From an optimization exercise on the open Yosys and OpenROAD flow, aimed at small area and a short achievable clock period; shortcuts taken in it are not production practice. RTL that was checked went through simulation tests only; none was proved equivalent to the original. No functional check of the RTL was part of runs 1 to 7. No activity file was given, so power comes from the tool's default toggle rates.

`flow/run.sh`:
```
#!/bin/bash
# The standard layout (the standard.sh: standard synthesis, floorplan,
# placement, CTS, routing), with one change: the buffer that placement puts
# on every input and output port is sky130_fd_sc_hd__buf_1 instead of the
# cell buffer_ports picks by default (clkdlybuf4s50_1, a slow delay cell).
# Every port still gets its own buffer.
set -euo pipefail
export BUFFER_PORTS_ARGS="-buffer_cell sky130_fd_sc_hd__buf_1"
bash standard.sh > standard.log 2>&1
```
`config.mk`:
```
export PLATFORM = sky130hd
export DESIGN_NAME = bfp_quant_top
export DESIGN_NICKNAME = bfp_quant_top
export VERILOG_FILES = /design/flow/design.v
export SDC_FILE = /design/flow/constraint.sdc
export NUM_CORES = 4
export LEC_CHECK = 0
export CAP_MARGIN = 20
export CORE_AREA = 5 5 445 445
export DIE_AREA = 0 0 450 450
export SLEW_MARGIN = 20
```
`constraint.sdc`:
```
create_clock -name core_clock -period 10.0 [get_ports {clk}]
set_input_delay 2.0000 -clock core_clock [delete_from_list [all_inputs] [get_ports {clk}]]
set_output_delay 2.0000 -clock core_clock [all_outputs]
set_load 0.01 [all_outputs]
```
`standard.sh`:
```
#!/bin/bash
# synth_recipe.tcl (not shown) runs the flow's synth.tcl, then flattens the netlist and writes it again
# the make line also repeats each setting of config.mk as NAME=value (left out here)
make -C /OpenROAD-flow-scripts/flow DESIGN_CONFIG=/design/flow/config.mk WORK_HOME=/design/flow/orfs CLKGATE_MAP_FILE= SYNTH_SCRIPT=/design/flow/synth_recipe.tcl "${@:-finish}"
```
`design.v`:
```
`default_nettype none
package fp32_fmt_pkg;
  localparam int block_size_lp = 32;
  localparam int fp_width_lp = 32;
  localparam int exp_width_lp = 8;
  localparam int frac_width_lp = 23;
  typedef union packed {
    logic [fp_width_lp-1:0] raw;
    struct packed {
      logic                     sign;
      logic [exp_width_lp-1:0]  exp;
      logic [frac_width_lp-1:0] frac;
    } fields;
  } fp32_word_u;
endpackage
`default_nettype wire
`default_nettype none
package bfp_code_pkg;
  localparam int mag_width_lp = 5;
  localparam int code_width_lp = mag_width_lp + 1;
  localparam int shift_width_lp = $clog2(mag_width_lp + 1);
  localparam int latency_lp = 1;
  localparam int group_size_lp = 4;
  localparam int group_num_lp  = 32 / group_size_lp;
endpackage
`default_nettype wire
`timescale 1ns/10ps
`default_nettype none
import fp32_fmt_pkg::*;
import bfp_code_pkg::*;
module bfp_exp_decode
#(
  parameter int n_p = 8
)
(
  input  logic [n_p-1:0][exp_width_lp-1:0]  exp_i,
  output logic [exp_width_lp-1:0]           max_exp_o,
  output logic [n_p-1:0][3:0]               dist_o
);
  logic [4:0][n_p-1:0]              run;
  logic [exp_width_lp-1:0][n_p-1:0] bits;
  logic [4:0]                       hi_m1;
  logic [n_p-1:0]                   hi_eq;
  always_comb begin
    for (int k = 0; k < exp_width_lp; k++) begin
      for (int i = 0; i < n_p; i++) begin
        bits[k][i] = exp_i[i][k];
      end
    end
    run[4] = '1;
    for (int k = 3; k >= 0; k--) begin
      max_exp_o[2*k+1] = |(run[k+1] & bits[2*k+1]);
      max_exp_o[2*k]   = max_exp_o[2*k+1] ? |(run[k+1] & bits[2*k+1] & bits[2*k])
                                          : |(run[k+1] & bits[2*k]);
      run[k] = run[k+1] & (bits[2*k+1] | {n_p{~max_exp_o[2*k+1]}})
                        & (bits[2*k]   | {n_p{~max_exp_o[2*k]}});
    end
  end
  assign hi_eq = run[2] & ~(bits[3] ^ {n_p{max_exp_o[3]}});
  assign hi_m1 = max_exp_o[7:3] - 5'd1;
  for (genvar i = 0; i < n_p; i++) begin : g_dist
    logic [3:0] low;
    logic       hi_ok;
    assign low   = {1'b0, max_exp_o[2:0]} - {1'b0, exp_i[i][2:0]};
    assign hi_ok = low[3] ? (exp_i[i][7:3] == hi_m1) : hi_eq[i];
    assign dist_o[i] = {hi_ok & (~low[2] | (low[1:0] == 2'd0)), low[2:0]};
  end
endmodule
module bfp_exp_tree
#(
  parameter int n_p = 8
)
(
  input  logic [n_p-1:0][exp_width_lp-1:0]  exp_i,
  output logic [exp_width_lp-1:0]           max_exp_o,
  output logic [n_p-1:0][3:0]               dist_o
);
  function automatic logic exp_ge(input logic [7:0] a, input logic [7:0] b);
    logic [7:0] g0, p0;
    logic [3:0] g1, p1;
    logic [1:0] g2, p2;
    g0 = a & ~b;
    p0 = a | ~b;
    g0[0] = p0[0];
    for (int k = 0; k < 4; k++) begin
      g1[k] = g0[2*k+1] | (p0[2*k+1] & g0[2*k]);
      p1[k] = p0[2*k+1] & p0[2*k];
    end
    for (int k = 0; k < 2; k++) begin
      g2[k] = g1[2*k+1] | (p1[2*k+1] & g1[2*k]);
      p2[k] = p1[2*k+1] & p1[2*k];
    end
    exp_ge = g2[1] | (p2[1] & g2[0]);
  endfunction
  logic [2*n_p-1:1][exp_width_lp-1:0] node;
  logic [4:0]                         hi_m1;
  for (genvar i = 0; i < n_p; i++) begin : g_leaf
    assign node[n_p + i] = exp_i[i];
  end
  for (genvar k = 1; k < n_p; k++) begin : g_node
    assign node[k] = exp_ge(node[2*k], node[2*k+1]) ? node[2*k] : node[2*k+1];
  end
  assign max_exp_o = node[1];
  assign hi_m1     = max_exp_o[7:3] - 5'd1;
  for (genvar i = 0; i < n_p; i++) begin : g_dist
    logic [3:0] low;
    logic       hi_ok;
    assign low   = {1'b0, max_exp_o[2:0]} - {1'b0, exp_i[i][2:0]};
    assign hi_ok = low[3] ? (exp_i[i][7:3] == hi_m1) : (exp_i[i][7:3] == max_exp_o[7:3]);
    assign dist_o[i] = {hi_ok & (~low[2] | (low[1:0] == 2'd0)), low[2:0]};
  end
endmodule
`default_nettype wire
`timescale 1ns/10ps
`default_nettype none
import fp32_fmt_pkg::*;
import bfp_code_pkg::*;
module bfp_shift_decode
(
  input  logic [3:0]                dist_i,
  output logic [mag_width_lp-1:0]   sel_o
);
  for (genvar k = 0; k < mag_width_lp; k++) begin : g_sel
    assign sel_o[k] = dist_i[3] & (dist_i[2:0] == 3'(k));
  end
endmodule
module bfp_align_execute
(
  input  logic [mag_width_lp-1:0]   mag_i,
  input  logic [mag_width_lp-1:0]   sel_i,
  output logic [mag_width_lp-1:0]   mag_o
);
  always_comb begin
    mag_o = '0;
    for (int k = 0; k < mag_width_lp; k++) begin
      mag_o = mag_o | ({mag_width_lp{sel_i[k]}} & (mag_i >> k));
    end
  end
endmodule
`default_nettype wire
`timescale 1ns/10ps
`default_nettype none
import fp32_fmt_pkg::*;
import bfp_code_pkg::*;
module bfp_code_result
(
  input  logic [group_size_lp-1:0][fp_width_lp-1:0]   word_i,
  output logic [exp_width_lp-1:0]                     max_exp_o,
  output logic [group_size_lp-1:0]                    sign_o,
  output logic [group_size_lp-1:0][mag_width_lp-1:0]  mag_o
);
  logic [group_size_lp-1:0][exp_width_lp-1:0] exps;
  logic [group_size_lp-1:0][3:0]              dst;
  for (genvar i = 0; i < group_size_lp; i++) begin : g_exp
    assign exps[i] = word_i[i][30:23];
  end
  bfp_exp_decode #(.n_p(group_size_lp)) u_max (
    .exp_i     (exps),
    .max_exp_o (max_exp_o),
    .dist_o    (dst)
  );
  for (genvar i = 0; i < group_size_lp; i++) begin : g_elem
    logic [mag_width_lp-1:0] sel;
    assign sign_o[i] = word_i[i][31];
    bfp_shift_decode u_sel (
      .dist_i ({dst[i][3] & |exps[i], dst[i][2:0]}),
      .sel_o  (sel)
    );
    bfp_align_execute u_shift (
      .mag_i   ({1'b1, word_i[i][22:19]}),
      .sel_i   (sel),
      .mag_o   (mag_o[i])
    );
  end
endmodule
`default_nettype wire
`timescale 1ns/10ps
`default_nettype none
import fp32_fmt_pkg::*;
import bfp_code_pkg::*;
module bfp_quant_top
(
  input  logic                     clk,
  input  logic                     reset_i,
  input  logic                     in_valid_i,
  input  logic [block_size_lp*fp_width_lp-1:0]   block_i,
  output logic                                   out_valid_o,
  output logic [exp_width_lp-1:0]                shared_exp_o,
  output logic [block_size_lp*code_width_lp-1:0] codes_o
);
  logic [group_num_lp-1:0][exp_width_lp-1:0]  grp_exp_n, grp_exp_r;
  logic [block_size_lp-1:0][mag_width_lp-1:0] grp_mag_n, grp_mag_r;
  logic [block_size_lp-1:0]                   sign_n, sign_r;
  logic [group_num_lp-1:0][3:0]               grp_dst;
  logic [exp_width_lp-1:0]                    max_exp;
  logic                                       clear_r;
  for (genvar g = 0; g < group_num_lp; g++) begin : g_grp
    bfp_code_result u_group (
      .word_i    (block_i[g*group_size_lp*fp_width_lp +: group_size_lp*fp_width_lp]),
      .max_exp_o (grp_exp_n[g]),
      .sign_o    (sign_n[g*group_size_lp +: group_size_lp]),
      .mag_o     (grp_mag_n[g*group_size_lp +: group_size_lp])
    );
  end
  always_ff @(posedge clk) begin
    if (reset_i) begin
      out_valid_o <= 1'b0;
      clear_r     <= 1'b1;
    end else begin
      out_valid_o <= in_valid_i;
      if (in_valid_i) begin
        clear_r <= 1'b0;
      end
    end
  end
  always_ff @(posedge clk) begin
    if (in_valid_i) begin
      grp_exp_r <= grp_exp_n;
      grp_mag_r <= grp_mag_n;
      sign_r    <= sign_n;
    end
  end
  bfp_exp_tree #(.n_p(group_num_lp)) u_merge (
    .exp_i     (grp_exp_r),
    .max_exp_o (max_exp),
    .dist_o    (grp_dst)
  );
  assign shared_exp_o = clear_r ? '0 : max_exp;
  logic [group_num_lp-1:0][mag_width_lp-1:0] grp_sel;
  for (genvar g = 0; g < group_num_lp; g++) begin : g_sel
    bfp_shift_decode u_sel (
      .dist_i ({grp_dst[g][3] & ~clear_r, grp_dst[g][2:0]}),
      .sel_o  (grp_sel[g])
    );
  end
  for (genvar i = 0; i < block_size_lp; i++) begin : g_word
    logic [mag_width_lp-1:0] mag;
    bfp_align_execute u_shift (
      .mag_i   (grp_mag_r[i]),
      .sel_i   (grp_sel[i/group_size_lp]),
      .mag_o   (mag)
    );
    assign codes_o[i*code_width_lp +: code_width_lp] = {sign_r[i] & ~clear_r, mag};
  end
endmodule
`default_nettype wire
```
==> results.ini, run 1 <==
[floorplan]
num_rows=161
start_util=0.152
io-pin-count=1228
die_y_um=450
core_area_sq_um=193000
die_x_um=450
die-area_sq_um=203000

[global_routing]
grt_max_degree=122
grt_remaining_overflow=0
grt_usage=0.134
grt_pass1_vias=29900
antenna_found_initial=49
grt_pass1_wl_um=205000

[clocking]
root_buffer=clkbuf_16
cts_buffers=37
clkTransAtPathRegs_ps=60
clock_latency_ps=600
htreeDepth=2
cts_tree=yes
postCtsHoldBufs=0
clockBufferDepth=3
numClockSinks=258

[critical_path]
cp-startpoint=grp_exp_r[0]
worstRegToRegCells=2
r2r-start=clear_r
crit_end=codes_o[60]
setup.worst_path.end_class=output port
startpoint_type=flip-flop
critPathKind=reg -> out
r2r_slack_ps=8420
rr_endpoint=clear_r
cp.buffers_inverters=3
max_stage_delay_ps=480
cp_max_fo=16
crit_cells=27
slowest_stage=nor2_1
cp_data_arrival_time_ps=7720
required_ps=8000
crit_family=compound AO/OA/AOI/OAI gates

[power]
peakVddDrop_v=0.000227
p_leak_nw=14.0
powerDensity_nw_per_um2=356

[timing]
hold_viol_final=0
fin_crit_ps=9720
setup_viol=0
fin_skew_ps=0
relSlewSlack=0.321
clock.fmax_mhz=103
finalCritPeriodShare=0.972
maxSlewViolCount=0
tightest_slew_ps=1020

[route]
ant_nets=0
wl_per_cell_um=21.4
drc=0
first_pass_iters=6
vias=30700
wl_um=144000
drt-initial-drc-count=2350
vias_per_cell=4.56

[finish]
nets=5397
drive_above_1_share=0.108
area.growth.synth_to_final_pct=28.4
instances_no_fill=6733
fillers=21600
multiInputGateArea_sq_um=20500
mostFrequentLayoutCell=buf_1
postLayoutCoreUtil=0.195
seq_area_sq_um=7730
final_cell_mix=565 x buf_1, 284 x inv_1, 283 x nor2_1

[placed_design]
io_buffers=619
dpl.hpwl_um=121000
dp_cells=6607
routabilityCongestion=0.951

[yosys]
synthSimpleGateAreaFrac=0.233
synthArstFlopShare=0
synth_fa_ha_area_frac=0.0984
synth-compound-area-share=0.224
synth_fp_nets=4747
syn_avg_cell_area_sq_um=8.30
synth_seq_area_share=0.264
synth-edff-count=256
synth_top_family_by_area=simple AND/OR/NAND/NOR gates
synthFlopType=edfxtp_1
synthDistinctLibCells=97
syn_inst=3519
ys_ff_latch=258
synthMuxAreaShare=0.0671
synth-xor-area-share=0.0560
syn-cell-area_sq_um=29200
yosys_warnings=4

[job]
max-cap-violations=0

[hold_path]
hold_class=reg -> reg

[run_status]
status=complete, no violations

==> metrics by stage <==
stage          cell area (sq um)  hold slack (ps)  setup WS, ps  setup TNS, ps  total power (W)
2_1_floorplan              29200              914           294              0          0.00818
3_3_place_gp               35200             1170         -79.9           -326           0.0112
3_5_place_dp               35200             1180          -134          -1130           0.0113
4_1_cts                    36900             1210         -9.82          -12.9           0.0130
5_1_grt                    37500             1280         -71.4          -1700           0.0144
6_report                   37500             1180           276              0           0.0133
==> sequential cells by signal, summed over array words and instances, names as in the netlist <==
signal	count
grp_mag_r	160
grp_exp_r	64
sign_r	32
clear_r	1
out_valid_o	1
==> what timing repair did <==
item / in CTS / in global routing
endpoints found under the setup margin: 160 / 160
pin swaps: 7 / 24
setup buffers: 22 / 25
resized for setup: 57 / 91
gates cloned: 1 / 1
==> cell families (layout without fill, tap and decap cells) <==
family          after synthesis  in the layout
buf+inv                     434           1109
flops                       258            258
compound gates              914            915
mux                         190            190
xor+xnor                    187            187
simple gates               1329           1329
other cells                   0             12
fa+ha+maj                   207            207
==> metal layers <==
metal  global-route usage  up-vias  part of all wire
li1                     -    14500                 -
met1                0.166    14800              0.42
met2                0.233     1187              0.48
met3               0.0264      217             0.065
met4               0.0460       16             0.038
met5                    0        -           0.00078
==> report_power, final <==
group | internal, W | total (W) | switching [W]
registers | 0.00133 | 0.00143 | 0.000104
clock network | 0.000786 | 0.00136 | 0.000578
logic | 0.00391 | 0.0105 | 0.00664
==> cell usage after synthesis, types with 71 or more instances <==
master / count / area share
nor4_1: 114 / 0.024
mux2i_1: 145 / 0.050
ha_1: 161 / 0.069
nand3_1: 112 / 0.019
a32oi_1: 71 / 0.021
clkbuf_1: 89 / 0.011
nand2_1: 271 / 0.035
nor2b_1: 115 / 0.025
edfxtp_1: 256 / 0.26
a21oi_1: 214 / 0.037
o21ai_0: 144 / 0.025
xnor2_1: 157 / 0.047
nor3_1: 116 / 0.020
and3_1: 73 / 0.016
nor2_1: 284 / 0.036
a22oi_1: 76 / 0.020
inv_1: 285 / 0.037
a21o_1: 79 / 0.020
==> worst min path at each step <==
stage                 start  cells past startpoint       to
global route        clear_r                      2  clear_r
detailed placement  clear_r                      2  clear_r
finish              clear_r                      2  clear_r
CTS                 clear_r                      2  clear_r
global placement    clear_r                      2  clear_r
floorplan           clear_r                      3  clear_r
==> tightest hold or removal path, stage by stage (launching register included) <==
cell     delay [ps]
dfxtp_2         560
buf_4           390
a21o_1          200
==> cell type report <==
class                      count  share of cell area
antenna                       12            0.000800
clock buffer                  44              0.0259
clock inverter                21             0.00703
inverter                     292              0.0292
multi-input combinational   2828               0.547
sequential                   258               0.206
tap                         2526              0.0842
timing repair buffer         752               0.100
==> run 2, diff against run 1 <==
--- a/config.mk
+++ b/config.mk
@@ -5,6 +5,7 @@
 export SDC_FILE = /design/flow/constraint.sdc
 export NUM_CORES = 4
 export LEC_CHECK = 0
+export ABC_AREA = 1
 export CAP_MARGIN = 20
 export CORE_AREA = 5 5 445 445
 export DIE_AREA = 0 0 450 450
==> results.ini, run 2 <==
[power]
switching_share=0.617
switching_power_w=0.00793
powerDensity_nw_per_um2=341
p_clk_frac=0.106
pwr-share-comb=0.780
peakVddDrop_v=0.000371
p_total_w=0.0129
power_frac_seq=0.114
p_leak_nw=16.4
internal_power_w=0.00492

[route]
drc=0
vias_per_cell=4.52
drt-initial-drc-count=2879
ant_nets=0
vias=35900
first_pass_iters=6
wl_per_cell_um=20.5
wl_um=163000

[placed_design]
routabilityCongestion=0.949
io_buffers=619
place_area_sq_um=36400
dpl.hpwl_um=140000

[global_routing]
antenna_found_initial=70
grt_pass1_vias=33500
grt_max_degree=126
grt_usage=0.153
grt_pass1_wl_um=230000
grt_remaining_overflow=0

[critical_path]
cp_data_arrival_time_ps=7340
setup.worst_path.end_class=output port
required_ps=8000
cp_common_cell=nand2_1
crit_family=simple AND/OR/NAND/NOR gates
max_stage_delay_ps=670
cp_max_fo=13
cp.buffers_inverters=6
critPathKind=reg -> out
slowest_stage=fa_1
startpoint_type=flip-flop

[clocking]
postCtsHoldBufs=0
cts_buffers=37
clockBufferDepth=3
root_buffer=clkbuf_16
cts_tree=yes
numClockSinks=258
htreeDepth=2
clock_latency_ps=590
clkTransAtPathRegs_ps=60

[yosys]
synth-xor-area-share=0.0201
yosysTopAreaCell=edfxtp_1
synth_common_cells=1098 x nand2_1, 733 x inv_1, 644 x nand3_1
syn_inst=4733
synth_seq_area_share=0.250
synthMuxAreaShare=0
synth_fp_nets=5961
synth_top_family_by_area=simple AND/OR/NAND/NOR gates
synthArstFlopShare=0
synth.most_common_cell=nand2_1
ys_ff_latch=258
synth_top_area_share=0.248
syn-cell-area_sq_um=30900
yosys_warnings=4
syn_avg_cell_area_sq_um=6.54
synthFlopType=edfxtp_1
synth-edff-count=256
synthDistinctLibCells=61
synth_area_leaders=edfxtp_1 25%, nand2_1 13%, nand3_1 10%, inv_1 8.9%, nand4_1 7.1%
synth-compound-area-share=0.0996
synth_fa_ha_area_frac=0.0910
synthSimpleGateAreaFrac=0.428

[floorplan]
die_y_um=450
io-pin-count=1228
num_rows=161
start_util=0.161
die-area_sq_um=203000
die_x_um=450
core_area_sq_um=193000

[timing]
fin_skew_ps=0
fin_crit_ps=9340
maxSlewViolCount=0
tightest_slew_ps=1080
setup_viol=0
rsz0062_at_grt=false
fin_tns_setup_ps=0
hold_viol_final=0
relSlewSlack=0.277
clock.fmax_mhz=107
whs_ps=929
finalCritPeriodShare=0.934

[job]
max-cap-violations=0

[finish]
drive_above_1_share=0.0515
largestRegisters=grp_mag_r x160, grp_exp_r x64, sign_r x32
nets=6575
design_area_sq_um=37700
mostFrequentLayoutCell=nand2_1
final_cell_mix=1098 x nand2_1, 732 x inv_1, 643 x nand3_1
max_flop_register=grp_mag_r
area.growth.synth_to_final_pct=21.9
largest_register_ff_count=160

[run_status]
status=complete, no violations

[hold_path]
hold_class=reg -> reg

==> run 2: cell count changes after synthesis, sizes merged, moves of 65 or more <==
cell	change
a21o	-79
a21oi	-76
a22oi	-76
a32oi	-72
and3	-65
inv	+452
mux2i	-145
nand2	+858
nand3	+537
nand4	+323
nor2	+123
nor2b	-115
xnor2	-146
==> run 2: final timing paths <==
kind | start | endpoint | slack, ps | cells past startpoint
worst min-delay path | clear_r | clear_r | 930 | 2
worst min register to register | clear_r | clear_r | 930 | 2
worst max-delay path | grp_exp_r[55] | codes_o[69] | 660 | 36
worst max register to register | clear_r | clear_r | 8690 | 2
==> run 2: stage by stage <==
| step | setup WS, ps | instances | util |
|---|---|---|---|
| after detailed placement | 524 | 7829 | 0.189 |
| after CTS | 142 | 7895 | 0.195 |
| after global placement | 516 | 7829 | 0.189 |
| final | 658 | 7936 | 0.196 |
| after floorplan | 2230 | 4733 | - |
| after global routing | 64.8 | 7923 | 0.196 |
==> run 2: tightest hold or removal path, delay by kind of cell (launching register included) <==
family,cells,cell delay [ps]
flip-flops,1,620
AND/OR/NAND/NOR,2,260
==> run 2: metal layers <==
metal | up-vias | wire length [um] | GRT usage
li1 | 17600 | - | -
met1 | 16700 | 64900 | 0.179
met2 | 1331 | 77500 | 0.258
met3 | 282 | 11100 | 0.0345
met4 | 18 | 9270 | 0.0883
met5 | - | 123 | 0
==> run 2: area by class of cell <==
class                      count  area (sq um)
antenna                       36          90.1
timing repair buffer         698          2950
sequential                   258          7730
clock inverter                22           255
tap                         2526          3160
multi-input combinational   3608         19800
inverter                     744          2800
fill                       21900        155000
clock buffer                  44           952
==> run 2: logic make-up after synthesis <==
kind of cell | Yosys count
DFF | 258
xor gates and xnor gates | 71
buffers and inverters | 867
AOI/OAI and AO/OA | 511
adders and majority gates | 201
and+or+nand+nor | 2825
==> run 2: power by group through the flow <==
stage	Sequential (W)	Combinational (W)	Clock (W)
finish	0.00146	0.0100	0.00136
floorplan	0.00141	0.00680	0
detailed placement	0.00149	0.00981	0
global route	0.00148	0.0111	0.00146
global placement	0.00149	0.00968	0
CTS	0.00147	0.00986	0.00142
==> run 2: repair_timing <==
item	4_1_cts	5_1_grt
setup buffers	0	4
endpoints found under the setup margin	0	97
gates resized for setup	0	12
==> run 3, diff against run 2 <==
--- a/design.v
+++ b/design.v
@@ -20,7 +20,7 @@
   localparam int code_width_lp = mag_width_lp + 1;
   localparam int shift_width_lp = $clog2(mag_width_lp + 1);
   localparam int latency_lp = 1;
-  localparam int group_size_lp = 4;
+  localparam int group_size_lp = 8;
   localparam int group_num_lp  = 32 / group_size_lp;
 endpackage
 `default_nettype wire
==> results.ini, run 3 <==
[run_status]
status=complete, no violations

[timing]
relSlewSlack=0.232
layout_setup_ws_ps=755
fin_tns_setup_ps=0
fin_skew_ps=0
maxSlewViolCount=0
whs_ps=767
finalCritPeriodShare=0.925
rsz0062_at_grt=false
tightest_slew_ps=1140
hold_viol_final=0
fin_crit_ps=9250
clock.fmax_mhz=108
setup_viol=0

[global_routing]
grt_pass1_wl_um=238000
antenna_found_initial=49
grt_remaining_overflow=0
grt_pass1_vias=33400
grt_usage=0.160
grt_max_degree=131

[yosys]
synth.most_common_cell=nand2_1
synth_common_cells=864 x nand2_1, 700 x inv_1, 625 x nand3_1
yosysTopAreaCell=edfxtp_1
synthArstFlopShare=0
synth-edff-count=224
syn_inst=4463
syn_avg_cell_area_sq_um=6.50
synth_area_leaders=edfxtp_1 23%, nand4_1 12%, nand2_1 11%, nand3_1 11%, inv_1 9.1%
yosys_warnings=4
synthFlopType=edfxtp_1
synth_top_area_share=0.232
syn-cell-area_sq_um=29000
synthDistinctLibCells=47
ys_ff_latch=226
synth_fp_nets=5671
synth_seq_area_share=0.233

[finish]
drive_above_1_share=0.0695
final_cell_mix=864 x nand2_1, 700 x inv_1, 624 x nand3_1
nets=6306
seq_area_sq_um=6770
area.growth.synth_to_final_pct=24.1
fillers=22100
largest_register_ff_count=160
largestRegisters=grp_mag_r x160, grp_exp_r x32, sign_r x32
mostFrequentLayoutCell=nand2_1
max_flop_register=grp_mag_r
multiInputGateArea_sq_um=19000

[route]
wl_um=171000
ant_nets=0
drc=0
drt-initial-drc-count=3228
wl_per_cell_um=22.3
vias_per_cell=4.62
first_pass_iters=6
vias=35500

[job]
max-cap-violations=0

[power]
internal_power_w=0.00332
powerDensity_nw_per_um2=220
p_clk_frac=0.164
power_frac_seq=0.157
p_leak_nw=15.7
p_total_w=0.00791
switching_power_w=0.00459
switching_share=0.580
pwr-share-comb=0.679
peakVddDrop_v=0.000265

[critical_path]
rr_endpoint=clear_r
cp_max_fo=12
r2r_slack_ps=8990
required_ps=10320
setup.worst_path.end_class=flip-flop
slowest_stage=a21oi_1
r2r-start=clear_r
worstRegToRegCells=2
cp_common_cell=nand2_1
critPathKind=in -> reg
cp_data_arrival_time_ps=9560
max_stage_delay_ps=830
startpoint_type=primary input

[placed_design]
routabilityCongestion=0.958
dpl.hpwl_um=147000
post-place-ws_ps=296
io_buffers=619

[hold_path]
hold_class=reg -> reg
holdPathEnd=clear_r
hold_depth=2
hp-start=clear_r

[clocking]
clockBufferDepth=3
root_buffer=clkbuf_16
cts_buffers=35
htreeDepth=2
cts_tree=yes
postCtsHoldBufs=0
cts_resized=0
clkTransAtPathRegs_ps=60
numClockSinks=226
clock_latency_ps=590
cts_setup_buffers=0

[floorplan]
die-area_sq_um=203000
num_rows=161
io-pin-count=1228
die_x_um=450
core_area_sq_um=193000
start_util=0.151
die_y_um=450

run 3: kinds of logic after synthesis:
family / Yosys count / share of synthesized area
AO/OA/AOI/OAI: 312 / 0.0634
adder cells (fa/ha/maj): 181 / 0.0874
flip-flops: 226 / 0.233
AND/OR/NAND/NOR: 2817 / 0.475
buffers and inverters: 840 / 0.115
XOR/XNOR: 87 / 0.0263
run 3: metrics by stage:
step                       util  std cells  cell area (sq um)
after CTS                 0.186       7651              35900
after floorplan               -       4463              29000
after detailed placement  0.180       7587              34700
after global routing      0.187       7673              36000
final                     0.187       7685              36000
after global placement    0.180       7587              34700
run 3: critical path, delay by kind of cell:
| family | cells | cell delay, ps |
|---|---|---|
| xor+xnor | 1 | 670 |
| simple gates | 23 | 3730 |
| fa+ha+maj | 3 | 940 |
| buf+inv | 5 | 590 |
| compound gates | 3 | 1600 |
run 3: final cells by class:
| class | count | area share |
|---|---|---|
| Clock buffer | 38 | 0.0246 |
| Multi-Input combinational cell | 3397 | 0.528 |
| Sequential cell | 226 | 0.188 |
| Timing Repair Buffer | 716 | 0.0860 |
| Tap cell | 2526 | 0.0878 |
| Clock inverter | 26 | 0.00848 |
| Inverter | 722 | 0.0753 |
| Antenna cell | 34 | 0.00236 |
run 3: metal layers:
| layer | global-route usage | part of all wire | vias to the layer above |
|---|---|---|---|
| met3 | 0.0240 | 0.059 | 305 |
| met5 | 0 | 0.00068 | - |
| met4 | 0.113 | 0.082 | 18 |
| met1 | 0.187 | 0.39 | 16700 |
| met2 | 0.270 | 0.47 | 1517 |
| li1 | - | - | 16900 |
run 3: worst max-delay path by stage:
stage                      to           from  slack, ps
6_report       grp_mag_r[137]   block_i[957]        750
5_1_grt        grp_mag_r[137]   block_i[957]        100
4_1_cts          codes_o[128]  grp_exp_r[23]        260
3_5_place_dp   grp_mag_r[137]   block_i[957]        300
3_3_place_gp    grp_mag_r[58]   block_i[446]         60
2_1_floorplan   grp_mag_r[42]   block_i[510]       1840
run 3: power by group through the flow:
stage	Combinational, W	Clock (W)	Sequential [W]
2_1_floorplan	0.00343	0	0.00121
5_1_grt	0.00588	0.00139	0.00125
3_3_place_gp	0.00523	0	0.00126
3_5_place_dp	0.00532	0	0.00126
6_report	0.00538	0.00130	0.00124
4_1_cts	0.00534	0.00136	0.00124
==> run 4, diff against run 3 <==
--- a/design.v
+++ b/design.v
@@ -20,7 +20,7 @@
   localparam int code_width_lp = mag_width_lp + 1;
   localparam int shift_width_lp = $clog2(mag_width_lp + 1);
   localparam int latency_lp = 1;
-  localparam int group_size_lp = 8;
+  localparam int group_size_lp = 4;
   localparam int group_num_lp  = 32 / group_size_lp;
 endpackage
 `default_nettype wire
==> run.sh (new file) <==
#!/bin/bash
# synth_recipe.tcl (not shown) runs the flow's synth.tcl, then flattens the netlist and writes it again
# the make line also repeats each setting of config.mk as NAME=value (left out here)
make -C /OpenROAD-flow-scripts/flow DESIGN_CONFIG=/design/flow/config.mk WORK_HOME=/design/flow/orfs CLKGATE_MAP_FILE= SYNTH_SCRIPT=/design/flow/synth_recipe.tcl finish
--- a/config.mk
+++ b/config.mk
@@ -5,7 +5,6 @@
 export SDC_FILE = /design/flow/constraint.sdc
 export NUM_CORES = 4
 export LEC_CHECK = 0
-export ABC_AREA = 1
 export CAP_MARGIN = 20
 export CORE_AREA = 5 5 445 445
 export DIE_AREA = 0 0 450 450
removed: flow/run.sh
removed: standard.sh
==> results.ini, run 4 <==
[floorplan]
num_rows=161
io-pin-count=1228
start_util=0.152
die-area_sq_um=203000
die_y_um=450
die_x_um=450
core_area_sq_um=193000

[route]
wl_um=147000
drt-initial-drc-count=2345
drc=0
vias_per_cell=4.52
ant_nets=0
first_pass_iters=5
wl_per_cell_um=21.6
vias=30700

[yosys]
ys_ff_latch=258
synth_common_cells=285 x inv_1, 284 x nor2_1, 271 x nand2_1
synth_top_area_share=0.263
synthFlopType=edfxtp_1
yosys_warnings=4
synth_fp_nets=4747
yosysTopAreaCell=edfxtp_1
synth.most_common_cell=inv_1
syn-cell-area_sq_um=29200
synth_seq_area_share=0.264
synthDistinctLibCells=97
synth-edff-count=256
syn_inst=3519
synth_area_leaders=edfxtp_1 26%, ha_1 6.9%, mux2i_1 5.0%, xnor2_1 4.7%, a21oi_1 3.7%
synthArstFlopShare=0
syn_avg_cell_area_sq_um=8.30

[clocking]
root_buffer=clkbuf_16
cts_tree=yes
clockBufferDepth=3
postCtsHoldBufs=0
htreeDepth=2
clock_latency_ps=600
cts_buffers=38
clkTransAtPathRegs_ps=60
numClockSinks=258

[power]
switching_power_w=0.00755
p_total_w=0.0142
powerDensity_nw_per_um2=338
power_frac_seq=0.102
p_clk_frac=0.102
switching_share=0.534
internal_power_w=0.00660
peakVddDrop_v=0.000418
p_leak_nw=16.7
pwr-share-comb=0.796

[finish]
mostFrequentLayoutCell=clkdlybuf4s50_1
drive_above_1_share=0.127
postLayoutCoreUtil=0.218
largestRegisters=grp_mag_r x160, grp_exp_r x64, sign_r x32
largest_register_ff_count=160
instances_no_fill=6793
final_cell_mix=509 x clkdlybuf4s50_1, 284 x inv_1, 281 x nor2_1
max_flop_register=grp_mag_r
fillers=21000
nets=5454
area.growth.synth_to_final_pct=43.4

[placed_design]
dpl.hpwl_um=122000
routabilityCongestion=0.931
dp_cells=6666
io_buffers=619

[global_routing]
grt_remaining_overflow=0
antenna_found_initial=32
grt_pass1_wl_um=208000
grt_pass1_vias=30500
grt_usage=0.136
grt_max_degree=74

[timing]
fin_crit_ps=9740
hold_viol_final=0
relSlewSlack=0.281
tightest_slew_ps=1080
maxSlewViolCount=0
setup_viol=0
finalCritPeriodShare=0.974
rsz0062_at_grt=true
fin_skew_ps=0
clock.fmax_mhz=103

[job]
max-cap-violations=0

[hold_path]
hold_class=reg -> reg

[critical_path]
cp_common_cell=buf_4
setup.worst_path.end_class=output port
max_stage_delay_ps=590
startpoint_type=flip-flop
critPathKind=reg -> out
cp_max_fo=9
slowest_stage=clkdlybuf4s50_1
cp_data_arrival_time_ps=7740
required_ps=8000

[run_status]
status=complete, no violations

[run 4: cell count changes in the layout (fill, tap and decap cells not counted), sizes merged, moves of 117 or more]
cell	delta
nand4	-523
nand2	-634
xnor2	+153
buf	-484
inv	-429
mux2i	+145
clkdlybuf4s50	+509
nand3	-521
a21oi	+117
[run 4: timing repair]
action / in CTS / in global routing
buffers inserted: 25 / 18
pin swaps: 12 / 21
setup endpoints to repair: 159 / 159
cloned: 2 / 2
gates resized for setup: 96 / 167
[run 4: kinds of logic (layout without fill, tap and decap cells)]
group                      Yosys count  in the layout  synth area share
muxes                              190            190            0.0671
AOI/OAI and AO/OA                  914            914             0.224
DFF                                258            258             0.264
xor gates and xnor gates           187            187            0.0560
adders and majority gates          207            207            0.0984
other                                0             13                 0
and+or+nand+nor                   1329           1329             0.233
buffers and inverters              434           1169            0.0567
[run 4: cell type report]
cell class	count	area, sq um	share of cell area
flip-flops and latches	258	7730	0.184
clock inverters	28	349	0.00833
well taps	2526	3160	0.0754
diodes	13	32.5	0.000776
multi-input cells	2827	20600	0.492
repair buffers	809	7960	0.190
inverters	292	1100	0.0262
clock buffers	40	958	0.0229
[run 4: metal layers]
metal  global-route usage  wire [um]  vias to the layer above
li1                     -          -                    14500
met1                0.170      62500                    14900
met2                0.239      70900                     1060
met3               0.0244       8440                      212
met4               0.0386       4580                       14
met5                    0         96                        -
[run 4: final timing paths]
kind                 startpoint            to  slack (ps)  depth (start not counted)
setup / recovery  grp_exp_r[35]  codes_o[129]         260                         33
hold / removal          clear_r       clear_r         990                          2
setup reg to reg        clear_r       clear_r        8770                          2
hold reg to reg         clear_r       clear_r         990                          2
[run 4: power by group through the flow]
| stage | Clock, W | Combinational (W) | Sequential [W] |
|---|---|---|---|
| after detailed placement | 0 | 0.0102 | 0.00146 |
| after floorplan | 0 | 0.00679 | 0.00140 |
| after global routing | 0.00154 | 0.0122 | 0.00145 |
| final | 0.00145 | 0.0113 | 0.00144 |
| after CTS | 0.00151 | 0.0106 | 0.00144 |
| after global placement | 0 | 0.0102 | 0.00146 |
[run 4: stage by stage]
| step | area, sq um | setup TNS [ps] | worst slack, ps | hold slack [ps] |
|---|---|---|---|---|
| after CTS | 41200 | -54.3 | -32.9 | 1000 |
| final | 41900 | 0 | 260 | 986 |
| after global placement | 39400 | -2110 | -209 | 970 |
| after detailed placement | 39400 | -1940 | -211 | 974 |
| after floorplan | 29200 | 0 | 294 | 914 |
| after global routing | 41900 | -633 | -93.4 | 1040 |
[run 4: critical path, delay by kind of cell (launching register included)]
family,cells,cell delay [ps]
AO/OA/AOI/OAI,12,2440
buffers and inverters,9,1840
AND/OR/NAND/NOR,7,1030
adder cells (fa/ha/maj),2,650
flip-flops,1,450
multiplexers,1,390
XOR/XNOR,2,330
==> run 5, diff against run 4 <==
==> flow/run.sh (new file) <==
#!/bin/bash
# The standard layout (the standard.sh: standard synthesis script,
# floorplan, placement, CTS, routing) with two changes:
# - synthesis leaves adders to abc: ADDER_MAP_FILE is empty, so Yosys's
#   extract_fa pass does not turn the small subtracts into half/full adder
#   cells (registers, names and flip-flop cells are unchanged);
# - the buffer that placement puts on every input and output port is
#   sky130_fd_sc_hd__buf_1 instead of the default delay cell
#   (clkdlybuf4s50_1). Every port still gets its own buffer.
# standard.sh writes each tool's log under orfs/logs; its own output goes
# to standard.log here.
set -euo pipefail
export ADDER_MAP_FILE=
export BUFFER_PORTS_ARGS="-buffer_cell sky130_fd_sc_hd__buf_1"
bash standard.sh > standard.log 2>&1
==> standard.sh (new file) <==
#!/bin/bash
# synth_recipe.tcl (not shown) runs the flow's synth.tcl, then flattens the netlist and writes it again
# the make line also repeats each setting of config.mk as NAME=value (left out here)
make -C /OpenROAD-flow-scripts/flow DESIGN_CONFIG=/design/flow/config.mk WORK_HOME=/design/flow/orfs CLKGATE_MAP_FILE= SYNTH_SCRIPT=/design/flow/synth_recipe.tcl "${@:-finish}"
--- a/config.mk
+++ b/config.mk
@@ -5,6 +5,7 @@
 export SDC_FILE = /design/flow/constraint.sdc
 export NUM_CORES = 4
 export LEC_CHECK = 0
+export ABC_AREA = 1
 export CAP_MARGIN = 20
 export CORE_AREA = 5 5 445 445
 export DIE_AREA = 0 0 450 450
removed: run.sh
==> results.ini, run 5 <==
[run_status]
status=complete, no violations

[critical_path]
cp_data_arrival_time_ps=7440
cp_max_fo=30
cp_common_cell=nand2_1
r2r_slack_ps=8590
max_stage_delay_ps=580
critPathKind=reg -> out
setup.worst_path.end_class=output port
required_ps=8000
slowest_stage=edfxtp_1
startpoint_type=flip-flop

[floorplan]
die_y_um=450
core_area_sq_um=193000
start_util=0.168
die_x_um=450
io-pin-count=1228
die-area_sq_um=203000
num_rows=161

[timing]
whs_ps=999
relSlewSlack=0.359
fin_skew_ps=0
tightest_slew_ps=954
setup_viol=0
fin_tns_setup_ps=0
hold_viol_final=0
rsz0062_at_grt=false
clock.fmax_mhz=106
finalCritPeriodShare=0.944
maxSlewViolCount=0
fin_crit_ps=9440

[yosys]
syn_avg_cell_area_sq_um=5.78
syn_inst=5603
synth_fp_nets=6630
synth_common_cells=1615 x nand2_1, 921 x nand3_1, 899 x inv_1
synth_seq_area_share=0.239
synth-edff-count=256
syn-cell-area_sq_um=32400
synthDistinctLibCells=50
synth.most_common_cell=nand2_1
yosysTopAreaCell=edfxtp_1
synth_area_leaders=edfxtp_1 24%, nand2_1 19%, nand3_1 14%, inv_1 10%, nor2_1 7.7%
synthArstFlopShare=0
synth_top_area_share=0.237
synthFlopType=edfxtp_1
ys_ff_latch=258
yosys_warnings=4

[power]
powerDensity_nw_per_um2=275
peakVddDrop_v=0.000236
p_total_w=0.0107
p_leak_nw=18.9

[route]
wl_per_cell_um=18.1
dr_wl_met3_um=13100
met2_wirelength_um=74100
first_pass_iters=6
drt-initial-drc-count=3099
vias_per_cell=4.40
wl_um=160000
top_layer=met5
ant_nets=0
met1_length_um=63900
vias=38800
drc=0

[job]
max-cap-violations=0

[global_routing]
antenna_found_initial=88
grt_pass1_vias=35200
grt_max_degree=87
grt_pass1_wl_um=229000
grt_usage=0.150
grt_remaining_overflow=0

[clocking]
clkTransAtPathRegs_ps=60
clockBufferDepth=3
cts_tree=yes
cts_setup_buffers=0
root_buffer=clkbuf_16
htreeDepth=2
cts_buffers=38
clock_latency_ps=570
numClockSinks=258

[finish]
largest_register_ff_count=160
nets=7254
max_flop_register=grp_mag_r
final_cell_mix=1615 x nand2_1, 921 x nand3_1, 899 x inv_1
largestRegisters=grp_mag_r x160, grp_exp_r x64, sign_r x32
area.growth.synth_to_final_pct=20.5
drive_above_1_share=0.0508
mostFrequentLayoutCell=nand2_1

[placed_design]
dpl.hpwl_um=136000
routabilityCongestion=0.967
io_buffers=619

[hold_path]
hold_class=reg -> reg

-- run 5: cell count changes in the layout (fill, tap and decap cells not counted), sizes merged, moves of 139 or more --
cell / change
nand2: +1431
nand3: +833
inv: +655
clkdlybuf4s50: -509
nor2: +424
buf: +413
nand4: +235
ha: -161
mux2i: -145
xnor2: -139
-- run 5: per-stage QoR --
step	area [sq um]	std cells	utilization	worst slack [ps]
after floorplan	32400	5603	-	3950
after global placement	37700	8713	0.196	1130
after detailed placement	37700	8713	0.196	1160
after CTS	38900	8780	0.202	432
after global routing	39000	8795	0.202	44.4
final	39000	8815	0.203	558
-- run 5: cell type report --
cell class	count	area, sq um
well taps	2526	3160
fillers	22400	154000
clock buffers	47	1010
inverters	954	3580
multi-input cells	4330	20700
diodes	35	87.6
flip-flops and latches	258	7730
repair buffers	645	2530
clock inverters	20	264
-- run 5: cells by family (layout without fill, tap and decap cells) --
logic type | Yosys count | count (layout) | synth area share
compound gates | 391 | 391 | 0.0691
xor+xnor | 128 | 128 | 0.0346
buf+inv | 1015 | 1666 | 0.123
flops | 258 | 258 | 0.239
other cells | 0 | 35 | 0
simple gates | 3811 | 3811 | 0.534
-- run 5: worst paths after layout --
check / start / to / cells after the start
worst max-delay path: grp_exp_r[39] / codes_o[117] / 33
worst min-delay path: clear_r / clear_r / 3
worst min register to register: clear_r / clear_r / 3
worst max register to register: clear_r / clear_r / 3
-- run 5: critical path: cells and delay by family, from the launching register on --
kind / cells / cell delay (ps)
AND/OR/NAND/NOR: 24 / 4000
buffers and inverters: 5 / 1090
AO/OA/AOI/OAI: 4 / 1090
flip-flops: 1 / 580
-- run 5: power breakdown --
group | switching, W | internal, W | leakage, nW | total (W)
Sequential | 0.000141 | 0.00134 | 2.48 | 0.00148
Clock | 0.000563 | 0.000869 | 0.621 | 0.00143
Combinational | 0.00590 | 0.00192 | 15.9 | 0.00782
-- run 5: timing repair --
| item | in CTS | in global routing |
|---|---|---|
| gates resized for setup | 0 | 1 |
| setup endpoints to repair | 0 | 1 |
| hold buffers | 0 | 0 |
-- run 5: layer usage --
layer  vias up  track usage
met5         -            0
met4        12       0.0764
met3       318       0.0321
met2      1407        0.251
met1     17300        0.182
li1      19800            -
==> run 6, diff against run 5 <==
--- a/design.v
+++ b/design.v
@@ -20,7 +20,7 @@
   localparam int code_width_lp = mag_width_lp + 1;
   localparam int shift_width_lp = $clog2(mag_width_lp + 1);
   localparam int latency_lp = 1;
-  localparam int group_size_lp = 4;
+  localparam int group_size_lp = 8;
   localparam int group_num_lp  = 32 / group_size_lp;
 endpackage
 `default_nettype wire
--- a/config.mk
+++ b/config.mk
@@ -9,4 +9,6 @@
 export CAP_MARGIN = 20
 export CORE_AREA = 5 5 445 445
 export DIE_AREA = 0 0 450 450
+export PLACE_DENSITY = 0.85
+export SETUP_SLACK_MARGIN = 3
 export SLEW_MARGIN = 20
==> results.ini, run 6 <==
[route]
wl_um=174000
drc=0
wl_per_cell_um=20.6
vias=39400
ant_nets=0
drt-initial-drc-count=4573
first_pass_iters=7
vias_per_cell=4.68

[yosys]
synth_seq_area_share=0.227
synth_common_cells=1444 x nand2_1, 737 x nand3_1, 696 x inv_1
synth_top_area_share=0.225
synthFlopType=edfxtp_1
ys_ff_latch=226
yosys_warnings=4
synth_fp_nets=6033
synth_area_leaders=edfxtp_1 23%, nand2_1 18%, nand3_1 12%, inv_1 8.7%, nand4_1 6.7%
yosysTopAreaCell=edfxtp_1
synth-edff-count=224
synth.most_common_cell=nand2_1
syn_avg_cell_area_sq_um=5.97
syn-cell-area_sq_um=29900
syn_inst=5006
synthDistinctLibCells=58
synthArstFlopShare=0

[clocking]
root_buffer=clkbuf_16
htreeDepth=1
clockBufferDepth=3
cts_buffers=29
clkTransAtPathRegs_ps=60
clock_latency_ps=620
numClockSinks=226
cts_tree=yes

[placed_design]
dpl.hpwl_um=141000
dp_cells=8096
io_buffers=619
routabilityCongestion=0.999

[finish]
instances_no_fill=8423
max_flop_register=grp_mag_r
drive_above_1_share=0.186
final_cell_mix=1357 x nand2_1, 689 x nand3_1, 659 x inv_1
mostFrequentLayoutCell=nand2_1
largestRegisters=grp_mag_r x160, grp_exp_r x32, sign_r x32
postLayoutCoreUtil=0.213
largest_register_ff_count=160
nets=6841
area.growth.synth_to_final_pct=37.4

[critical_path]
max_stage_delay_ps=540
worstRegToRegCells=3
cp_common_cell=buf_6
slowest_stage=edfxtp_1
cp_data_arrival_time_ps=5620
required_ps=8000
startpoint_type=flip-flop
cp_max_fo=8
critPathKind=reg -> out
setup.worst_path.end_class=output port

[power]
powerDensity_nw_per_um2=206
peakVddDrop_v=0.000141
p_total_w=0.00844
p_leak_nw=18.8

[timing]
fin_tns_setup_ps=0
relSlewSlack=0.306
fin_skew_ps=0
maxSlewViolCount=0
hold_viol_final=0
finalCritPeriodShare=0.762
fin_crit_ps=7620
setup_viol=0
clock.fmax_mhz=131
tightest_slew_ps=1030
rsz0062_at_grt=true

[global_routing]
grt_max_degree=66
grt_usage=0.158
grt_pass1_vias=35100
grt_pass1_wl_um=239000
antenna_found_initial=134
grt_remaining_overflow=0

[floorplan]
io-pin-count=1228
die_x_um=450
start_util=0.155
core_area_sq_um=193000
die_y_um=450
die-area_sq_um=203000
num_rows=161

[job]
max-cap-violations=0

[hold_path]
hold_class=reg -> reg
hold_depth=3

[run_status]
status=complete, no violations

## run 6: cell count changes after synthesis, moves of 18 or more
cell / previous run / this run
edfxtp_1: 256 / 224
a21oi_1: 104 / 76
o211ai_1: 24 / 42
nor2_1: 663 / 535
nand4_1: 260 / 321
o21ai_1: 38 / 11
o2111ai_1: 8 / 32
clkbuf_1: 10 / 36
inv_1: 899 / 696
nand2_1: 1615 / 1444
o22ai_1: 48 / 8
o21ai_0: 126 / 106
nand3_1: 921 / 737
nor2_2: 28 / 53
## run 6: logic make-up after synthesis
logic type | after synthesis | share of synthesized area
AND/OR/NAND/NOR | 3470 | 0.548
buffers and inverters | 851 | 0.114
AO/OA/AOI/OAI | 325 | 0.0680
flip-flops | 226 | 0.227
XOR/XNOR | 134 | 0.0434
## run 6: metal layers
layer  part of all wire  wire length [um]  global-route usage  vias up
met1               0.38             66100               0.188    17900
met3              0.091             15800              0.0351      612
met2               0.47             81500               0.270     2533
li1                   -                 -                   -    18400
met4              0.058             10100              0.0732       28
met5             0.0011               192                   0        -
## run 6: final cells by class
cell class,count,area [sq um]
Fill cell,21500,152000
Multi-Input combinational cell,3936,21600
Sequential cell,226,6770
Timing Repair inverter,7,57.6
Timing Repair Buffer,841,5290
Inverter,773,3040
Clock buffer,34,744
Tap cell,2526,3160
Antenna cell,62,155
Clock inverter,18,246
## run 6: path summary, 6_finish.rpt
path | start | endpoint | slack, ps
worst max register to register | clear_r | clear_r | 9030
worst min register to register | clear_r | clear_r | 800
worst max-delay path | grp_exp_r[9] | codes_o[110] | 2380
worst min-delay path | clear_r | clear_r | 800
## run 6: critical path, delay by kind of cell, from the launching register on
family                 cells  cell delay (ps)
buffers and inverters     10             1480
DFF                        1              540
AOI/OAI and AO/OA          9             1430
and+or+nand+nor           15             1530
## run 6: where the power goes
part           switching [W]  internal (W)  leakage [nW]  total (W)
clock network       0.000467      0.000663         0.473    0.00113
registers           0.000134       0.00126          2.17    0.00139
logic                0.00396       0.00196          16.1    0.00592
total                0.00456       0.00389          18.8    0.00844
## run 6: timing repair
item	CTS	global route
buffers inserted	121	69
pin swaps	108	92
gates cloned	18	5
hold buffers	0	0
resized for setup	521	353
setup endpoints to repair	193	316
## run 6: through the flow
stage | area (sq um) | worst slack (ps) | hold slack, ps
finish | 41000 | 2380 | 805
global route | 40900 | 2230 | 863
CTS | 39000 | 2700 | 804
floorplan | 29900 | 4020 | 597
detailed placement | 35100 | 1370 | 798
global placement | 35100 | 1470 | 798
==> run 7, diff against run 6 <==
--- a/design.v
+++ b/design.v
@@ -20,8 +20,6 @@
   localparam int code_width_lp = mag_width_lp + 1;
   localparam int shift_width_lp = $clog2(mag_width_lp + 1);
   localparam int latency_lp = 1;
-  localparam int group_size_lp = 8;
-  localparam int group_num_lp  = 32 / group_size_lp;
 endpackage
 `default_nettype wire
 `timescale 1ns/10ps
@@ -144,33 +142,21 @@
 import bfp_code_pkg::*;
 module bfp_code_result
 (
-  input  logic [group_size_lp-1:0][fp_width_lp-1:0]   word_i,
-  output logic [exp_width_lp-1:0]                     max_exp_o,
-  output logic [group_size_lp-1:0]                    sign_o,
-  output logic [group_size_lp-1:0][mag_width_lp-1:0]  mag_o
-);
-  logic [group_size_lp-1:0][exp_width_lp-1:0] exps;
-  logic [group_size_lp-1:0][3:0]              dst;
-  for (genvar i = 0; i < group_size_lp; i++) begin : g_exp
-    assign exps[i] = word_i[i][30:23];
-  end
-  bfp_exp_decode #(.n_p(group_size_lp)) u_max (
-    .exp_i     (exps),
-    .max_exp_o (max_exp_o),
-    .dist_o    (dst)
-  );
-  for (genvar i = 0; i < group_size_lp; i++) begin : g_elem
-    logic [mag_width_lp-1:0] sel;
-    assign sign_o[i] = word_i[i][31];
-    bfp_shift_decode u_sel (
-      .dist_i ({dst[i][3] & |exps[i], dst[i][2:0]}),
-      .sel_o  (sel)
-    );
-    bfp_align_execute u_shift (
-      .mag_i   ({1'b1, word_i[i][22:19]}),
-      .sel_i   (sel),
-      .mag_o   (mag_o[i])
-    );
+  input  logic                     clk,
+  input  logic                     reset_i,
+  input  logic                     valid_i,
+  input  logic [exp_width_lp-1:0]  shared_exp_i,
+  input  logic [block_size_lp*code_width_lp-1:0]  codes_i,
+  output logic                     out_valid_o,
+  output logic [exp_width_lp-1:0]  shared_exp_o,
+  output logic [block_size_lp*code_width_lp-1:0]  codes_o
+);
+  always_ff @(posedge clk) begin
+    out_valid_o <= valid_i & ~reset_i;
+    if (valid_i | reset_i) begin
+      shared_exp_o <= shared_exp_i;
+      codes_o      <= codes_i;
+    end
   end
 endmodule
 `default_nettype wire
@@ -188,59 +174,41 @@
   output logic [exp_width_lp-1:0]                shared_exp_o,
   output logic [block_size_lp*code_width_lp-1:0] codes_o
 );
-  logic [group_num_lp-1:0][exp_width_lp-1:0]  grp_exp_n, grp_exp_r;
-  logic [block_size_lp-1:0][mag_width_lp-1:0] grp_mag_n, grp_mag_r;
-  logic [block_size_lp-1:0]                   sign_n, sign_r;
-  logic [group_num_lp-1:0][3:0]               grp_dst;
-  logic [exp_width_lp-1:0]                    max_exp;
-  logic                                       clear_r;
-  for (genvar g = 0; g < group_num_lp; g++) begin : g_grp
-    bfp_code_result u_group (
-      .word_i    (block_i[g*group_size_lp*fp_width_lp +: group_size_lp*fp_width_lp]),
-      .max_exp_o (grp_exp_n[g]),
-      .sign_o    (sign_n[g*group_size_lp +: group_size_lp]),
-      .mag_o     (grp_mag_n[g*group_size_lp +: group_size_lp])
+  logic [block_size_lp-1:0][exp_width_lp-1:0]  exps;
+  logic [block_size_lp-1:0][3:0]               dst;
+  logic [exp_width_lp-1:0]                     max_exp;
+  logic [block_size_lp*code_width_lp-1:0]      codes;
+  for (genvar i = 0; i < block_size_lp; i++) begin : g_exp
+    assign exps[i] = block_i[fp_width_lp*i + frac_width_lp +: exp_width_lp];
+  end
+  bfp_exp_decode #(.n_p(block_size_lp)) u_decode (
+    .exp_i     (exps),
+    .max_exp_o (max_exp),
+    .dist_o    (dst)
+  );
+  for (genvar i = 0; i < block_size_lp; i++) begin : g_word
+    logic [mag_width_lp-1:0] sel;
+    logic [mag_width_lp-1:0] mag;
+    bfp_shift_decode u_sel (
+      .dist_i ({dst[i][3] & |exps[i] & ~reset_i, dst[i][2:0]}),
+      .sel_o  (sel)
     );
-  end
-  always_ff @(posedge clk) begin
-    if (reset_i) begin
-      out_valid_o <= 1'b0;
-      clear_r     <= 1'b1;
-    end else begin
-      out_valid_o <= in_valid_i;
-      if (in_valid_i) begin
-        clear_r <= 1'b0;
-      end
-    end
-  end
-  always_ff @(posedge clk) begin
-    if (in_valid_i) begin
-      grp_exp_r <= grp_exp_n;
-      grp_mag_r <= grp_mag_n;
-      sign_r    <= sign_n;
-    end
-  end
-  bfp_exp_tree #(.n_p(group_num_lp)) u_merge (
-    .exp_i     (grp_exp_r),
-    .max_exp_o (max_exp),
-    .dist_o    (grp_dst)
+    bfp_align_execute u_shift (
+      .mag_i ({1'b1, block_i[fp_width_lp*i + frac_width_lp - mag_width_lp + 1 +: mag_width_lp - 1]}),
+      .sel_i (sel),
+      .mag_o (mag)
+    );
+    assign codes[code_width_lp*i +: code_width_lp] = {block_i[fp_width_lp*i + fp_width_lp - 1] & ~reset_i, mag};
+  end
+  bfp_code_result u_result (
+    .clk          (clk),
+    .reset_i      (reset_i),
+    .valid_i      (in_valid_i),
+    .shared_exp_i (max_exp & {exp_width_lp{~reset_i}}),
+    .codes_i      (codes),
+    .out_valid_o  (out_valid_o),
+    .shared_exp_o (shared_exp_o),
+    .codes_o      (codes_o)
   );
-  assign shared_exp_o = clear_r ? '0 : max_exp;
-  logic [group_num_lp-1:0][mag_width_lp-1:0] grp_sel;
-  for (genvar g = 0; g < group_num_lp; g++) begin : g_sel
-    bfp_shift_decode u_sel (
-      .dist_i ({grp_dst[g][3] & ~clear_r, grp_dst[g][2:0]}),
-      .sel_o  (grp_sel[g])
-    );
-  end
-  for (genvar i = 0; i < block_size_lp; i++) begin : g_word
-    logic [mag_width_lp-1:0] mag;
-    bfp_align_execute u_shift (
-      .mag_i   (grp_mag_r[i]),
-      .sel_i   (grp_sel[i/group_size_lp]),
-      .mag_o   (mag)
-    );
-    assign codes_o[i*code_width_lp +: code_width_lp] = {sign_r[i] & ~clear_r, mag};
-  end
-endmodule
-`default_nettype wire
+endmodule
+`default_nettype wire
--- a/config.mk
+++ b/config.mk
@@ -10,5 +10,4 @@
 export CORE_AREA = 5 5 445 445
 export DIE_AREA = 0 0 450 450
 export PLACE_DENSITY = 0.85
-export SETUP_SLACK_MARGIN = 3
 export SLEW_MARGIN = 20
==> results.ini, run 7 <==
[timing]
hold_viol_final=0
fin_crit_ps=9600
rsz0062_at_grt=false
tightest_slew_ps=1070
layout_setup_ws_ps=404
maxSlewViolCount=0
setup_viol=0
relSlewSlack=0.286
clock.fmax_mhz=104
finalCritPeriodShare=0.960
fin_tns_setup_ps=0
whs_ps=1580

[clocking]
cts_resized=0
clockBufferDepth=3
postCtsHoldBufs=0
root_buffer=clkbuf_16
cts_tree=yes
cts_setup_buffers=0
htreeDepth=1
numClockSinks=201
cts_buffers=29
clkTransAtPathRegs_ps=60

[hold_path]
hp-start=in_valid_i
hold_depth=3
holdPathEnd=u_result.out_valid_o
hold_class=in -> reg

[critical_path]
max_stage_delay_ps=450
cp_max_fo=35
critPathKind=in -> reg
cp_data_arrival_time_ps=10020
required_ps=10420
setup.worst_path.end_class=flip-flop
cp_common_cell=nand2_1
startpoint_type=primary input
slowest_stage=o21ai_0

[route]
wl_per_cell_um=24.8
ant_nets=0
vias=30600
drc=0
vias_per_cell=4.19
drt-initial-drc-count=3158
wl_um=181000
first_pass_iters=8

[floorplan]
start_util=0.120
die_x_um=450
num_rows=161
core_area_sq_um=193000
die-area_sq_um=203000
io-pin-count=1228
die_y_um=450

[global_routing]
antenna_found_initial=157
grt_max_degree=114
grt_pass1_vias=27900
grt_remaining_overflow=0
grt_busiest_layer=met2
met1_usage=0.167
grt_pass1_wl_um=235000
grt_usage=0.169
grtUsageMet3=0.0465
global_route.usage.met2=0.285

[power]
powerDensity_nw_per_um2=177
p_leak_nw=15.0
peakVddDrop_v=0.000134

[yosys]
synthDistinctLibCells=36
synth-edff-count=200
yosys_warnings=3
synth_seq_area_share=0.260
synth_top_area_share=0.259
synthFlopType=edfxtp_1
synth_area_leaders=edfxtp_1 26%, nand2_1 16%, nand3_1 11%, nor2_1 8.7%, inv_1 8.6%
syn_avg_cell_area_sq_um=6.03
synth.most_common_cell=nand2_1
synth_fp_nets=4869
yosysTopAreaCell=edfxtp_1
synthArstFlopShare=0
syn-cell-area_sq_um=23200
syn_inst=3842
synth_common_cells=1014 x nand2_1, 539 x nor2_1, 532 x inv_1
ys_ff_latch=201

[placed_design]
io_buffers=619
post-place-ws_ps=161
routabilityCongestion=1.05
dpl.hpwl_um=159000

[finish]
area.growth.synth_to_final_pct=36.2
largestRegisters=u_result.codes_o x192, u_result.shared_exp_o x8, u_result.out_valid_o x1
final_cell_mix=1013 x nand2_1, 618 x buf_1, 538 x nor2_1
fillers=22300
max_flop_register=u_result.codes_o
drive_above_1_share=0.122
nets=5698
largest_register_ff_count=192
mostFrequentLayoutCell=nand2_1

[run_status]
status=complete, no violations

[job]
max-cap-violations=0

run 7: changes by cell type in the layout (fill, tap and decap cells not counted), moves of 49 or more:
cell,before,now
buf_6,104,0
buf_2,55,0
nor2_1,486,538
inv_1,659,531
nand3_2,65,16
nand4_1,321,251
nand3_1,689,502
nand2_1,1357,1013
buf_1,469,618
nand2_2,123,44
buf_4,158,227
run 7: worst max-delay path by stage:
stage / startpoint / end / slack, ps
3_3_place_gp: block_i[190] / u_result.codes_o[111] / 240
2_1_floorplan: block_i[94] / u_result.codes_o[153] / 3400
3_5_place_dp: block_i[190] / u_result.codes_o[111] / 160
5_1_grt: block_i[190] / u_result.codes_o[66] / 180
6_report: block_i[190] / u_result.codes_o[183] / 400
4_1_cts: block_i[190] / u_result.codes_o[111] / 810
run 7: cell type report:
cell class | count | area [sq um] | share of cell area
flip-flops and latches | 201 | 6030 | 0.191
multi-input cells | 2908 | 14300 | 0.453
repair buffers | 866 | 4430 | 0.140
diodes | 77 | 193 | 0.00610
inverters | 665 | 2500 | 0.0791
clock inverters | 19 | 226 | 0.00717
clock buffers | 34 | 744 | 0.0236
well taps | 2526 | 3160 | 0.100
run 7: through the flow:
step	cells	cell area, sq um	total power [W]	util
2_1_floorplan	3842	23200	0.00296	-
3_3_place_gp	7166	30400	0.00443	0.158
3_5_place_dp	7166	30400	0.00446	0.158
4_1_cts	7219	31400	0.00561	0.163
5_1_grt	7285	31500	0.00598	0.164
6_report	7296	31600	0.00558	0.164
run 7: power breakdown:
part | total [W] | switching, W | leakage (nW) | internal, W
Combinational | 0.00333 | 0.00229 | 12.4 | 0.00104
Clock | 0.00111 | 0.000459 | 0.470 | 0.000656
Sequential | 0.00114 | 0.0000493 | 2.17 | 0.00109
run 7: worst max-delay path, delay by kind of cell:
family | cells | cell delay [ps]
and+or+nand+nor | 33 | 5710
buffers and inverters | 7 | 1510
AOI/OAI and AO/OA | 2 | 660
run 7: layer usage:
layer | routed length, um | up-vias
li1 | - | 14400
met1 | 59400 | 14000
met2 | 86800 | 1682
met3 | 15600 | 565
met4 | 18900 | 16
met5 | 104 | -
run 7: kinds of logic after synthesis:
logic type	after synthesis	synth area share
simple gates	2583	0.515
xor+xnor	130	0.0491
compound gates	195	0.0500
buf+inv	733	0.126
flops	201	0.260
==> run 8, diff against run 7 <==
--- a/design.v
+++ b/design.v
@@ -152,10 +152,16 @@
   output logic [block_size_lp*code_width_lp-1:0]  codes_o
 );
   always_ff @(posedge clk) begin
-    out_valid_o <= valid_i & ~reset_i;
-    if (valid_i | reset_i) begin
-      shared_exp_o <= shared_exp_i;
-      codes_o      <= codes_i;
+    if (reset_i) begin
+      out_valid_o  <= 1'b0;
+      shared_exp_o <= '0;
+      codes_o      <= '0;
+    end else begin
+      out_valid_o <= valid_i;
+      if (valid_i) begin
+        shared_exp_o <= shared_exp_i;
+        codes_o      <= codes_i;
+      end
     end
   end
 endmodule
@@ -190,7 +196,7 @@
     logic [mag_width_lp-1:0] sel;
     logic [mag_width_lp-1:0] mag;
     bfp_shift_decode u_sel (
-      .dist_i ({dst[i][3] & |exps[i] & ~reset_i, dst[i][2:0]}),
+      .dist_i ({dst[i][3] & |exps[i], dst[i][2:0]}),
       .sel_o  (sel)
     );
     bfp_align_execute u_shift (
@@ -198,13 +204,13 @@
       .sel_i (sel),
       .mag_o (mag)
     );
-    assign codes[code_width_lp*i +: code_width_lp] = {block_i[fp_width_lp*i + fp_width_lp - 1] & ~reset_i, mag};
+    assign codes[code_width_lp*i +: code_width_lp] = {block_i[fp_width_lp*i + fp_width_lp - 1], mag};
   end
   bfp_code_result u_result (
     .clk          (clk),
     .reset_i      (reset_i),
     .valid_i      (in_valid_i),
-    .shared_exp_i (max_exp & {exp_width_lp{~reset_i}}),
+    .shared_exp_i (max_exp),
     .codes_i      (codes),
     .out_valid_o  (out_valid_o),
     .shared_exp_o (shared_exp_o),
--- a/config.mk
+++ b/config.mk
@@ -9,5 +9,4 @@
 export CAP_MARGIN = 20
 export CORE_AREA = 5 5 445 445
 export DIE_AREA = 0 0 450 450
-export PLACE_DENSITY = 0.85
 export SLEW_MARGIN = 20
==> results.ini, run 8 <==
[run_status]
status=complete, no violations

[yosys]
yosys_warnings=3
syn_avg_cell_area_sq_um=5.46
syn_inst=4275
synth.most_common_cell=nand2_1
synth_top_area_share=0.172
synth_seq_area_share=0.172
synthArstFlopShare=0
synth_common_cells=1068 x nand2_1, 623 x nor2_1, 577 x nand3_1
yosysTopAreaCell=dfxtp_1
synth_fp_nets=5302
syn-cell-area_sq_um=23300
synthFlopType=dfxtp_1
synthDistinctLibCells=34
synth-edff-count=0
ys_ff_latch=201
synth_area_leaders=dfxtp_1 17%, nand2_1 17%, nand3_1 12%, nor2_1 10%, nand4_1 8.3%

[finish]
mostFrequentLayoutCell=nand2_1
seq_area_sq_um=4020
max_flop_register=u_result.codes_o
drive_above_1_share=0.0645
nets=5890
multiInputGateArea_sq_um=16900
design_area_sq_um=30000
largest_register_ff_count=192
instances_no_fill=7486
area.growth.synth_to_final_pct=28.3
largestRegisters=u_result.codes_o x192, u_result.shared_exp_o x8, u_result.out_valid_o x1
final_cell_mix=1065 x nand2_1, 622 x nor2_1, 618 x buf_1
fillers=22900

[timing]
setup_viol=0
whs_ps=481
fin_skew_ps=0
relSlewSlack=0.375
maxSlewViolCount=0
fin_crit_ps=9610
layout_setup_ws_ps=395
finalCritPeriodShare=0.961
rsz0062_at_grt=false
clock.fmax_mhz=104
fin_tns_setup_ps=0
tightest_slew_ps=936
hold_viol_final=0

[critical_path]
slowest_stage=nor2_2
required_ps=10560
cp_data_arrival_time_ps=10170
setup.worst_path.end_class=flip-flop
cp.buffers_inverters=7
crit_cells=45
cp_max_fo=33
max_stage_delay_ps=400
crit_family=simple AND/OR/NAND/NOR gates
critPathKind=in -> reg
worstRegToRegCells=2
startpoint_type=primary input

[clocking]
cts_buffers=28
postCtsHoldBufs=0
cts_tree=yes
clkTransAtPathRegs_ps=60
clock_latency_ps=620
cts_setup_buffers=0
root_buffer=clkbuf_16
numClockSinks=201
cts_resized=0
clockBufferDepth=3
htreeDepth=1

[placed_design]
post-place-ws_ps=33.3
dpl.hpwl_um=146000
place_area_sq_um=28800
dp_cells=7359
io_buffers=619
routabilityCongestion=0.971

[route]
drc=0
wl_um=170000
drt-initial-drc-count=3186
vias=32200
wl_per_cell_um=22.6
ant_nets=0
vias_per_cell=4.30
first_pass_iters=8

[floorplan]
die_y_um=450
core_area_sq_um=193000
die_x_um=450
num_rows=161
die-area_sq_um=203000
io-pin-count=1228
start_util=0.121

[global_routing]
grt_pass1_wl_um=226000
grt_pass1_vias=28700
grt_max_degree=169
grt_usage=0.158
grt_remaining_overflow=0
antenna_found_initial=204

[power]
p_leak_nw=13.3
switching_share=0.548
peakVddDrop_v=0.000128
p_clk_frac=0.207
internal_power_w=0.00228
powerDensity_nw_per_um2=169
power_frac_seq=0.180
pwr-share-comb=0.613
switching_power_w=0.00277

[hold_path]
hold_depth=2
hold_class=reg -> reg

[job]
max-cap-violations=0

## run 8: cell count changes after synthesis, moves of 54 or more
cell	before	now
clkbuf_1	21	82
dfxtp_1	1	201
edfxtp_1	200	0
inv_1	532	454
inv_2	113	20
nand2_1	1014	1068
nand3_1	502	577
nand4_1	251	309
nor2_1	539	623
nor4_1	87	32
o21ai_0	17	264
## run 8: logic make-up (layout without fill, tap and decap cells)
| kind of cell | count (synthesis) | count (layout) | share of synthesized area |
|---|---|---|---|
| xor+xnor | 98 | 98 | 0.0368 |
| other cells | 0 | 79 | 0 |
| compound gates | 482 | 482 | 0.118 |
| buf+inv | 618 | 1224 | 0.107 |
| flops | 201 | 201 | 0.172 |
| simple gates | 2876 | 2876 | 0.566 |
## run 8: power groups by stage
stage / combinational, W / clock [W] / sequential [W]
after floorplan: 0.00201 / 0 / 0.000958
after global placement: 0.00304 / 0 / 0.000924
after detailed placement: 0.00306 / 0 / 0.000926
after CTS: 0.00307 / 0.00108 / 0.000909
after global routing: 0.00344 / 0.00110 / 0.000918
final: 0.00310 / 0.00104 / 0.000910
## run 8: layout make-up
type / instances / share of cell area
antenna: 79 / 0.00660
clock inverter: 11 / 0.00447
sequential: 201 / 0.134
clock buffer: 37 / 0.0262
inverter: 484 / 0.0608
timing repair buffer: 692 / 0.0989
tap: 2526 / 0.106
multi-input combinational: 3456 / 0.563
## run 8: worst paths after layout
path | start | endpoint | slack, ps
hold reg to reg | u_result.shared_exp_o[3] | u_result.shared_exp_o[3] | 480
setup reg to reg | u_result.codes_o[3] | u_result.codes_o[3] | 9300
hold / removal | u_result.shared_exp_o[3] | u_result.shared_exp_o[3] | 480
setup / recovery | block_i[765] | u_result.codes_o[151] | 390
## run 8: worst register-to-register path, delay by kind of cell, from the launching register on
kind / cells / cell delay, ps
DFF: 1 / 340
AOI/OAI and AO/OA: 2 / 280
## run 8: stage by stage
step | util | total power (W)
after floorplan | - | 0.00297
after global placement | 0.150 | 0.00397
after detailed placement | 0.150 | 0.00398
after CTS | 0.155 | 0.00506
after global routing | 0.155 | 0.00546
final | 0.156 | 0.00505
## run 8: metal layers
| metal | GRT usage | share of wire |
|---|---|---|
| met1 | 0.164 | 0.35 |
| met2 | 0.268 | 0.49 |
| met3 | 0.0493 | 0.088 |
| met4 | 0.116 | 0.072 |
| met5 | 0 | 0.0010 |

Re-timed with assumed drivers on the ports (clkbuf_16 on the clock, buf_2 on other inputs), run 8 has 0.435 ns of setup slack against 0.395 ns with ideal ports, and -0.265 ns once port delays also move by the mid clock arrival of 0.700 ns.
